Background: an optimization exercise with open tools, aiming at small area. Do not read the settings as production practice.
In this exercise RTL edits were held to simulation tests only and were not proved equivalent to the original.
Power and IR drop assume default switching activity.

==> module sobel_window_gen, before the edit <==
module sobel_window_gen
#(
    parameter int IMG_W = sobel_pkg::IMG_W_DEF,
    parameter int IMG_H = sobel_pkg::IMG_H_DEF
) (
    input  logic        sys_clk_i,
    input  logic        sys_rst_ni,
    input  logic        pix_valid_i,
    input  logic        sof_i,
    input  sobel_pkg::pix_t        data_red_i,
    input  sobel_pkg::pix_t        data_green_i,
    input  sobel_pkg::pix_t        data_blue_i,
    output logic [71:0] win_o,
    output logic        win_valid_o,
    output logic        frame_done_o
);
    localparam int CW    = (IMG_W > 1) ? $clog2(IMG_W) : 1;
    localparam int RW    = (IMG_H > 1) ? $clog2(IMG_H) : 1;
    localparam int DEPTH = 2 * IMG_W + 3;
    logic            run_q;
    logic [CW-1:0]   col_q, cur_col, nxt_col;
    logic [RW-1:0]   row_q, cur_row, nxt_row;
    logic            take, eol, last, win_gate;
    sobel_pkg::pix_t gray, gray_q;
    logic            shift_q, shift_nq, pol_q;
    logic [1:0]      vld_pipe, done_pipe;
    logic [DEPTH*8-1:0] sr, sr_nxt;
    always_comb begin
        take     = pix_valid_i && (sof_i || run_q);
        cur_col  = sof_i ? '0 : col_q;
        cur_row  = sof_i ? '0 : row_q;
        eol      = (cur_col == CW'(IMG_W - 1));
        last     = eol && (cur_row == RW'(IMG_H - 1));
        nxt_col  = eol ? '0 : cur_col + CW'(1);
        nxt_row  = eol ? (last ? '0 : cur_row + RW'(1)) : cur_row;
        win_gate = take && (cur_row >= RW'(2)) && (cur_col >= CW'(2));
    end
    always_ff @(posedge sys_clk_i or negedge sys_rst_ni) begin
        if (!sys_rst_ni) begin
            run_q <= 1'b0;
            col_q <= '0;
            row_q <= '0;
        end else if (take) begin
            run_q <= !last;
            col_q <= nxt_col;
            row_q <= nxt_row;
        end
    end
    always_ff @(posedge sys_clk_i or negedge sys_rst_ni) begin
        if (!sys_rst_ni) begin
            vld_pipe  <= '0;
            done_pipe <= '0;
            shift_q   <= 1'b0;
            shift_nq  <= 1'b1;
            pol_q     <= 1'b0;
        end else begin
            vld_pipe  <= {vld_pipe[0], win_gate};
            done_pipe <= {done_pipe[0], take && last};
            shift_q   <= take;
            shift_nq  <= !take;
            pol_q     <= !pol_q;
        end
    end
    sobel_gray u_gray (
        .r (data_red_i),
        .g (data_green_i),
        .b (data_blue_i),
        .y (gray)
    );
    always_ff @(posedge sys_clk_i) begin
        gray_q <= gray;
    end
    localparam logic [DEPTH-1:0] PLAIN = (DEPTH'(7) << (2 * IMG_W)) | (DEPTH'(7) << IMG_W) | DEPTH'(7);
    sobel_line_buf #(
        .DEPTH (DEPTH),
        .PLAIN (PLAIN)
    ) u_sr (
        .sh        (shift_q),
        .sh_n      (shift_nq),
        .pol       (pol_q),
        .din       (gray_q),
        .q         (sr),
        .nxt       (sr_nxt)
    );
    always_ff @(posedge sys_clk_i) begin
        sr <= sr_nxt;
    end
    assign win_o = {sr[(2*IMG_W+2)*8 +: 8], sr[(2*IMG_W+1)*8 +: 8], sr[(2*IMG_W)*8 +: 8],
                    sr[(IMG_W+2)*8 +: 8],   sr[(IMG_W+1)*8 +: 8],   sr[IMG_W*8 +: 8],
                    sr[2*8 +: 8],           sr[1*8 +: 8],           sr[0 +: 8]};
    assign win_valid_o  = vld_pipe[1];
    assign frame_done_o = done_pipe[1];
endmodule
Settings: LEC_CHECK=0, CAP_MARGIN=20, CORE_MARGIN=2, CORE_UTILIZATION=75, SLEW_MARGIN=20, SYNTH_HIERARCHICAL=1; clock period 10.0 ns.
standard.sh (not shown) runs the stock make flow with config.mk's settings and CLKGATE_MAP_FILE= SYNTH_SCRIPT=/design/flow/synth_recipe.tcl, a recipe that flattens the netlist after the stock synthesis.
==> flow/flow/run.sh <==
#!/bin/bash
# Standard layout, with two changes passed to the ORFS scripts through their
# own environment hooks: port buffers use the smallest buffer, and clock tree
# synthesis uses larger sink clusters and no dummy loads.
set -euo pipefail
export BUFFER_PORTS_ARGS="-buffer_cell sky130_fd_sc_hd__buf_1"
export CTS_ARGS="-sink_clustering_enable -repair_clock_nets -sink_clustering_size 22 -sink_clustering_max_diameter 50 -buf_list {sky130_fd_sc_hd__clkbuf_8} -dont_use_dummy_load"
bash standard.sh > standard.log 2>&1
The starting point finished clean.
Next try:
--- a/flow/design.v
+++ b/flow/design.v
@@ -1,9 +1,15 @@
 package sobel_pkg;
     localparam int IMG_W_DEF = 160;
     localparam int IMG_H_DEF = 120;
     typedef logic [7:0] pix_t;
+    typedef enum logic [1:0] {
+        IDLE,
+        FILL,
+        STREAM,
+        DONE
+    } state_t;
 endpackage
 module sobel_fa (
     input  logic a, b, c,
     output logic s, co
 );
@@ -159,37 +165,48 @@
     output logic        frame_done_o
 );
     localparam int CW    = (IMG_W > 1) ? $clog2(IMG_W) : 1;
     localparam int RW    = (IMG_H > 1) ? $clog2(IMG_H) : 1;
     localparam int DEPTH = 2 * IMG_W + 3;
-    logic            run_q;
+    sobel_pkg::state_t          state_q;
     logic [CW-1:0]   col_q, cur_col, nxt_col;
     logic [RW-1:0]   row_q, cur_row, nxt_row;
     logic            take, eol, last, win_gate;
     sobel_pkg::pix_t gray, gray_q;
     logic            shift_q, shift_nq, pol_q;
     logic [1:0]      vld_pipe, done_pipe;
     logic [DEPTH*8-1:0] sr, sr_nxt;
     always_comb begin
-        take     = pix_valid_i && (sof_i || run_q);
+        take     = pix_valid_i && (sof_i || state_q == sobel_pkg::FILL || state_q == sobel_pkg::STREAM);
         cur_col  = sof_i ? '0 : col_q;
         cur_row  = sof_i ? '0 : row_q;
         eol      = (cur_col == CW'(IMG_W - 1));
         last     = eol && (cur_row == RW'(IMG_H - 1));
         nxt_col  = eol ? '0 : cur_col + CW'(1);
         nxt_row  = eol ? (last ? '0 : cur_row + RW'(1)) : cur_row;
         win_gate = take && (cur_row >= RW'(2)) && (cur_col >= CW'(2));
     end
     always_ff @(posedge sys_clk_i or negedge sys_rst_ni) begin
         if (!sys_rst_ni) begin
-            run_q <= 1'b0;
-            col_q <= '0;
-            row_q <= '0;
-        end else if (take) begin
-            run_q <= !last;
-            col_q <= nxt_col;
-            row_q <= nxt_row;
+            state_q <= sobel_pkg::IDLE;
+            col_q   <= '0;
+            row_q   <= '0;
+        end else begin
+            if (take) begin
+                col_q <= nxt_col;
+                row_q <= nxt_row;
+            end
+            case (state_q)
+                sobel_pkg::IDLE:    if (take) state_q <= sobel_pkg::FILL;
+                sobel_pkg::FILL:    if (take && !sof_i && eol && cur_row == RW'(1)) state_q <= sobel_pkg::STREAM;
+                sobel_pkg::STREAM:  if (take) begin
+                             if (sof_i)     state_q <= sobel_pkg::FILL;
+                             else if (last) state_q <= sobel_pkg::DONE;
+                         end
+                sobel_pkg::DONE:    state_q <= take ? sobel_pkg::FILL : sobel_pkg::IDLE;
+                default: state_q <= sobel_pkg::IDLE;
+            endcase
         end
     end
     always_ff @(posedge sys_clk_i or negedge sys_rst_ni) begin
         if (!sys_rst_ni) begin
             vld_pipe  <= '0;
Area after synthesis stays flat; power grows by 51%; final cell count barely changes; sequential power grows by 44%; core utilization barely changes; non-clock buffer count shrinks by 2; routed wire length grows by 1.2%; clock power is about the same.

[static timing again, ports no longer ideal]
In the flow no input, the clock included, has a driving cell. The finished layouts below were timed again as built, in two steps.
Step 1 sets driving cells, clkbuf_16 on the clock port and buf_2 on the other inputs (assumed; they add their load-dependent delay and slew).
Step 2 also shifts input and output timing later by t, the mid clock arrival at the registers, as if the neighbouring blocks saw the same clock.
Three values: ideal, step 1, step 2; two values: the first two.
run | shift t [ns] | setup WS [ns] | worst setup path at the end | slew at the worst register clock pin (ns)
the first run | 0.882 | 0.702 / 0.751 / -0.131 | input to register | 0.12 / 0.12
the second run | 0.889 | 0.631 / 0.672 / -0.217 | input to register | 0.12 / 0.12
With both steps, setup timing fails in the first run and the second run, where it was met with ideal ports. The setup slack of the second run, which loses most, moves by +0.041 ns with the drivers and by -0.848 ns with both steps.
